This is an optimization exercise on Yosys and OpenROAD, whose aim is small area, a short achievable clock period and few clock cycles, not a production implementation.
The RTL was checked by simulation tests, not by an equivalence proof against the original design.
No activity file was given, so power comes from the tool's default toggle rates.

run A:
==> flow/design.v (excerpt) <==
module hart #(
    parameter logic [32-1:0] RESET_ADDR = 32'h0000_0000
) (
    input  logic        i_clk,
    input  logic        i_rst_n,
    output logic [31:0] o_imem_raddr,
    input  logic [31:0] i_imem_rdata,
    output logic [31:0] o_dmem_addr,
    output logic        o_dmem_ren,
    output logic        o_dmem_wen,
    output logic [31:0] o_dmem_wdata,
    input  logic [31:0] i_dmem_rdata,
    output logic        o_retire_valid,
    output logic [31:0] o_retire_inst,
    output logic        o_retire_trap,
    output logic        o_retire_halt,
    output logic [4:0]  o_retire_rs1_raddr,
    output logic [4:0]  o_retire_rs2_raddr,
    output logic [31:0] o_retire_rs1_rdata,
    output logic [31:0] o_retire_rs2_rdata,
    output logic [4:0]  o_retire_rd_waddr,
    output logic [31:0] o_retire_rd_wdata,
    output logic [31:0] o_retire_pc,
    output logic [31:0] o_retire_next_pc
);
    logic [31:2] pc;         
    logic [31:2] m_npc;      
    logic [31:2] m_pc;       
    logic        halted;     
    logic        ex_valid;
    logic [31:0] ex_inst;
    logic [31:0] ex_a;       
    logic [31:0] ex_b;       
    logic        ex_use1;
    logic        ex_use2;
    logic        ex_wen;     
    logic        ex_load;
    logic        ex_store;
    logic        ex_ill;
    logic        ex_halt;
  ...
Size in the first run: ~5000 cells after synthesis, ~370 I/O pins, ~62000 um^2 of cells after synthesis.
==> flow/config.mk <==
export PLATFORM = sky130hd
export DESIGN_NAME = hart
export DESIGN_NICKNAME = hart
export VERILOG_FILES = /design/flow/design.v
export SDC_FILE = /design/flow/constraint.sdc
export NUM_CORES = 4
export LEC_CHECK = 0
export CAP_MARGIN = 20
export CORE_MARGIN = 2
export CORE_UTILIZATION = 40
export SETUP_SLACK_MARGIN = 2.8
export SLEW_MARGIN = 20
==> flow/constraint.sdc <==
create_clock -name core_clock -period 6.0 [get_ports {i_clk}]
set_input_delay 1.2000 -clock core_clock [delete_from_list [all_inputs] [get_ports {i_clk}]]
set_output_delay 1.2000 -clock core_clock [all_outputs]
set_load 0.01 [all_outputs]
standard.sh (not shown) runs the stock make flow with config.mk's settings and CLKGATE_MAP_FILE= SYNTH_SCRIPT=/design/flow/synth_recipe.tcl, a recipe that flattens the netlist after the stock synthesis.
==> flow/flow/run.sh <==
#!/bin/bash
# Layout flow: the standard ORFS flow (standard.sh, unchanged synthesis and
# steps), except that the port buffers buffer_ports inserts at placement are
# sky130_fd_sc_hd__buf_2 cells rather than the library's default choice.
# make's full output goes to flow_make.log; each ORFS step keeps its own log
# under orfs/logs/.
set -euo pipefail
bash standard.sh "BUFFER_PORTS_ARGS=-buffer_cell sky130_fd_sc_hd__buf_2" finish > flow_make.log 2>&1
Run A | stages: all done | timing, DRC, antenna: all pass
Testbench counts of run A, summed over its fixed seeds: cycles 34,640.
Edits applied to the flow inputs when going from run A to run B:
- an added CTS_CLUSTER_SIZE of 30
- an added CTS_CLUSTER_DIAMETER of 60
- a change of CORE_UTILIZATION from 40 to 55
- an added CTS_BUF_LIST of sky130_fd_sc_hd__clkbuf_16
Looking at static leakage across both flows, run B is the stronger of the two, with run A trailing.
Between run B and run A, the weighted congestion reported at the end of routability-driven placement does not differ in any meaningful way.
The higher final critical delay including setup and external delays came out of run A.
Between run A and run B, the final instance area is higher for run A.
When run B is set beside run A, its met3 wire length turns out to be 1.3 mm smaller.
What run C does differently from run B at the input level:
- SETUP_SLACK_MARGIN: 2.8 -> 2.5
- CORE_UTILIZATION: 55 -> 45
Findings:
- Re net switching power: run B was lower than run C.
- Run B has lower wire length the detailed router placed on met1 than run C.
- Per the comparison of run C with run B, sequential share of cell area increased by 0.39 points relative to the old numbers; final cell count increased by 211 relative to the old numbers; overall routed net length increased by 2.3% relative to the old numbers.
- Between run B and run C, non-clock buffer count is higher for run B, run C comes in under that.
- Compared with run B, run C improves clock skew.
- Compared to run B, run C has internal cell power 120 uW lower.
#### Input delta (run D over run C)
- changing CORE_UTILIZATION from 45 to 40
- changing SETUP_SLACK_MARGIN from 2.5 to 2.8
==> results.txt <==
- Run D vs. run C: via count has increased; post-route standard cell area excluding fillers has increased; period utilization has decreased; number of vias per cell after detailed routing has decreased; utilization has decreased.
- Looking at beginning of the critical path, the ex_sub result is from run D; the ex_fc_ld one comes from run C.
- Taking run C over run D, the non-clock buffer count ratio works out to 0.899.
- Between run D and run C, it is run D whose first-pass GRT wire length is higher, by 3.7 mm.

---

Setup of rev 12:
Starting RTL as in the previous note.
// hart
module hart #(
    parameter logic [32-1:0] RESET_ADDR = 32'h0000_0000
) (
    input  logic        i_clk,
    input  logic        i_rst_n,
    output logic [31:0] o_imem_raddr,
    input  logic [31:0] i_imem_rdata,
    output logic [31:0] o_dmem_addr,
    output logic        o_dmem_ren,
    output logic        o_dmem_wen,
    output logic [31:0] o_dmem_wdata,
    input  logic [31:0] i_dmem_rdata,
    output logic        o_retire_valid,
    output logic [31:0] o_retire_inst,
    output logic        o_retire_trap,
    output logic        o_retire_halt,
    output logic [4:0]  o_retire_rs1_raddr,
    output logic [4:0]  o_retire_rs2_raddr,
    output logic [31:0] o_retire_rs1_rdata,
    output logic [31:0] o_retire_rs2_rdata,
    output logic [4:0]  o_retire_rd_waddr,
    output logic [31:0] o_retire_rd_wdata,
    output logic [31:0] o_retire_pc,
    output logic [31:0] o_retire_next_pc
);
clock: 6.0 ns
lec_check: 0
cap_margin: 20
core_margin: 2
core_utilization: 50
cts_buf_list: sky130_fd_sc_hd__clkbuf_16
cts_cluster_diameter: 60
cts_cluster_size: 30
setup_slack_margin: 2.6
slew_margin: 20
Scripts as last shown in full above: flow/flow/run.sh
Rev 12 | status: complete | timing, DRC, antenna: pass
Testbench counts of rev 12, summed over its fixed seeds: cycles 34,640.
## Diff of input files: rev 13 against rev 12
Settings: a change of SETUP_SLACK_MARGIN from 2.6 to 2.8.
Findings:
On rev 13: register fraction of the total cell area is 0.68 points lower than what rev 12 gave.
Compared to rev 12, rev 13 has non-clock inverter total of the final layout 2.5% higher.
Rev 13 vs rev 12 — worst voltage drop across the vdd grid rose 2.0%.
[diff] total power, rev 13 relative to rev 12: regression
Rev 13 ends up with higher summed area of non-filler cells in the final layout than rev 12 does.

[re-timing with driven ports]
In the flow no input, the clock included, has a driving cell. The finished layouts below were timed again as built, in two steps.
Step 1, drivers: a clkbuf_16 drives i_clk and a buf_2 each remaining input, both assumed.
Step 2 adds t to the input delays and takes it off the output delays; t is the mean of the earliest and latest rising clock arrival at the registers after step 1. Input paths then give back, and output paths get back, about the clock's delay inside the block.
Three values: ideal, step 1, step 2; two values: the first two.
run | shift t [ns] | setup slack, ns | worst setup path at the end
run A | 0.894 | 2.323 / 2.323 / 1.589 | input to register
run B | 0.848 | 2.442 / 2.442 / 1.721 | input to register
run C | 0.874 | 2.247 / 2.247 / 1.472 | input to register
run D | 0.861 | 2.320 / 2.320 / 1.572 | input to register
rev 12 | 0.839 | 2.355 / 2.355 / 1.636 | input to register
rev 13 | 0.886 | 2.368 / 2.368 / 1.646 | input to register
After both steps setup and hold are still met in every run listed. The setup slack of run C, which loses most, moves by 0.000 ns with the drivers and by -0.775 ns with both steps.
